This is an optimization exercise on Yosys and OpenROAD, whose aim is small area, not a production implementation. In this exercise RTL edits were held to simulation tests only and were not proved equivalent to the original. No activity file was given, so power comes from the tool's default toggle rates.

run 4:
==> flow/design.v (excerpt) <==
module cnn_input_loader
#(
  parameter int CNT_W = 16
) (
  input  logic               ap_clk,
  input  logic               ap_rst_n,
  input  logic [DATA_W-1:0]  s_data,
  input  logic               s_valid,
  output logic               s_ready,
  input  logic               s_last,
  input  logic               err_clr,
  output logic               ap_start,
  input  logic               ap_ready,
  input  logic               ap_done,
  output logic [FRAME_W-1:0] conv2d_1_input_V,
  output logic               conv2d_1_input_V_ap_vld,
  output logic               busy,
  output logic [CNT_W-1:0]   frame_count,
  output logic               frame_err
);
For scale: ~1100 I/O pins, about 62000 µm² of cells after synthesis.
clock: 5.0 ns
lec_check: 0
cap_margin: 10
core_margin: 2
core_utilization: 70
slew_margin: 10
standard.sh (not shown) runs the stock make flow with config.mk's settings and CLKGATE_MAP_FILE= SYNTH_SCRIPT=/design/flow/synth_recipe.tcl, a recipe that flattens the netlist after the stock synthesis.
==> flow/flow/run.sh <==
#!/bin/bash
# Standard layout, with the smallest buffer on the ports and a clock tree of
# small buffers in larger clusters, without dummy loads. The make run's full
# output goes to its own log.
set -euo pipefail
export BUFFER_PORTS_ARGS="-buffer_cell sky130_fd_sc_hd__buf_1"
export CTS_ARGS="-sink_clustering_enable -repair_clock_nets -buf_list sky130_fd_sc_hd__clkbuf_8 -dont_use_dummy_load -sink_clustering_size 15 -sink_clustering_max_diameter 50"
bash standard.sh finish > make_finish.log 2>&1
Input-level comparison between run 2 and run 4:
Settings: a change of SLEW_MARGIN from 10 to 20; a change of CAP_MARGIN from 10 to 20.
==> flow/flow/run.sh <==
#!/bin/bash
# Standard layout, with the smallest buffer on the ports and a clock tree of
# small buffers in larger clusters, without dummy loads. The make run's full
# output goes to its own log.
set -euo pipefail
export BUFFER_PORTS_ARGS="-buffer_cell sky130_fd_sc_hd__buf_1"
export CTS_ARGS="-sink_clustering_enable -repair_clock_nets -buf_list sky130_fd_sc_hd__clkbuf_8 -dont_use_dummy_load -sink_clustering_size 18 -sink_clustering_max_diameter 60"
bash standard.sh finish > make_finish.log 2>&1
==> comparison <==
Routed length on met2 delta (run 4 -> run 2): insignificant
Run 2 — cell area after layout about 0.5% lower, run 4 as reference
Run 2 — static leakage about 0.7% lower, run 4 as reference
~same buffering overhead in run 2 and run 4
Run 2 against run 4; first-pass GRT wire length is down slightly.

========
Starting RTL as in the previous note.
clock: 5.0 ns
lec_check: 0
cap_margin: 20
core_margin: 2
core_utilization: 70
slew_margin: 20
==> flow/flow/run.sh <==
#!/bin/bash
# Standard layout, with the smallest buffer on the ports and a clock tree of
# small buffers in larger clusters, without dummy loads. The make run's full
# output goes to its own log.
set -euo pipefail
export BUFFER_PORTS_ARGS="-buffer_cell sky130_fd_sc_hd__buf_1"
export CTS_ARGS="-sink_clustering_enable -repair_clock_nets -buf_list sky130_fd_sc_hd__clkbuf_4 -dont_use_dummy_load -sink_clustering_size 8 -sink_clustering_max_diameter 40"
bash standard.sh finish > make_finish.log 2>&1
==> next run, changes <==
==> flow/flow/run.sh (replaced) <==
#!/bin/bash
# Standard layout, with the smallest buffer on the ports and a clock tree of
# small buffers in larger clusters, without dummy loads. The make run's full
# output goes to its own log.
set -euo pipefail
export BUFFER_PORTS_ARGS="-buffer_cell sky130_fd_sc_hd__buf_1"
export CTS_ARGS="-sink_clustering_enable -repair_clock_nets -buf_list sky130_fd_sc_hd__clkbuf_8 -dont_use_dummy_load -sink_clustering_size 17 -sink_clustering_max_diameter 60"
bash standard.sh finish > make_finish.log 2>&1
The new run ran to the end with no violations.
Sequential share of layout area increases by 0.51 points.
Worst setup slack gets better by 290 ps.
Power went down by a few percent.
Cell area came out lower slightly.
Hold slack gets better by 110 ps.

========
cnn_input_loader, a different RTL version from the one above (not shown whole).
Size in the first run: ~1,100 I/O pins.
export LEC_CHECK = 0
export CAP_MARGIN = 20
export CORE_MARGIN = 2
export CORE_UTILIZATION = 70
export SLEW_MARGIN = 20
create_clock -name core_clock -period 5.0 [get_ports {ap_clk}]
==> flow/flow/run.sh <==
#!/bin/bash
# Standard layout, with the smallest buffer on the ports and a clock tree of
# small buffers without dummy loads. Each make run's output goes to its own log.
set -euo pipefail
export BUFFER_PORTS_ARGS="-buffer_cell sky130_fd_sc_hd__buf_1"
export CTS_ARGS="-sink_clustering_enable -repair_clock_nets -buf_list sky130_fd_sc_hd__clkbuf_4 -dont_use_dummy_load"
bash standard.sh finish > make_finish.log 2>&1
Edit:
==> flow/run.sh (new file) <==
#!/bin/bash
# synth_recipe.tcl (not shown) runs the flow's synth.tcl, then flattens the netlist and writes it again
# the make line also repeats each setting of config.mk as NAME=value (left out here)
make -C /OpenROAD-flow-scripts/flow DESIGN_CONFIG=/design/flow/config.mk WORK_HOME=/design/flow/orfs CLKGATE_MAP_FILE= SYNTH_SCRIPT=/design/flow/synth_recipe.tcl finish
- CORE_UTILIZATION: 70 -> 40
removed: flow/flow/run.sh
removed: flow/standard.sh
After rerunning:
- worst setup slack is better by 160 ps
- design area is higher by 15%
- maximum frequency is higher by 5.0%
- critical path depth is lower by 1
- sequential share of layout area is lower by 7.9 points
- total power is higher by 20%
- routed wire length is higher by 5.7%
- hold slack is better by 330 ps
- die area is higher by 74%
- clock power is higher by 57%

re-timing with driven ports:
The results above use ideal ports. As a check the final layouts listed here were re-extracted and re-timed, cells and wires unchanged. Step 1 (the two cells are an assumption about what drives the block):
set clk [get_ports {ap_clk}]
set_driving_cell -lib_cell sky130_fd_sc_hd__clkbuf_16 $clk
set_driving_cell -lib_cell sky130_fd_sc_hd__buf_2 [delete_from_list [all_inputs] $clk]
Step 2 adds t to the input delays and takes it off the output delays; t is the mean of the earliest and latest rising clock arrival at the registers after step 1. Input paths then give back, and output paths get back, about the clock's delay inside the block. Slacks: ideal / step 1 / step 2; pairs: ideal / step 1.
| run | t, ns | slack for setup (ns) | hold slack, ns | latest minus earliest clock arrival (ns) |
|---|---|---|---|---|
| run 4 | 0.907 | 2.269 / 2.193 / 2.004 | 0.200 / 0.165 / 0.466 | 0.067 / 0.066 |
| run 2 | 0.905 | 2.256 / 2.181 / 1.988 | 0.218 / 0.184 / 0.474 | 0.066 / 0.065 |
| the first run of note 2 | 1.248 | 1.943 / 1.866 / 1.419 | 0.091 / 0.043 / 0.470 | 0.088 / 0.088 |
| the second run of note 2 | 0.920 | 2.236 / 2.162 / 1.985 | 0.197 / 0.163 / 0.479 | 0.052 / 0.051 |
| the first run of note 3 | 1.308 | 1.685 / 1.660 / 1.660 | 0.102 / 0.048 / 0.365 | 0.116 / 0.116 |
| the second run of note 3 | 0.898 | 1.843 / 1.816 / 1.816 | 0.437 / 0.437 / 0.437 | 0.051 / 0.052 |
After both steps setup and hold are still met in every run listed. For the first run of note 2, which loses most, drivers alone change the setup slack by -0.077 ns; drivers and shift together by -0.524 ns.
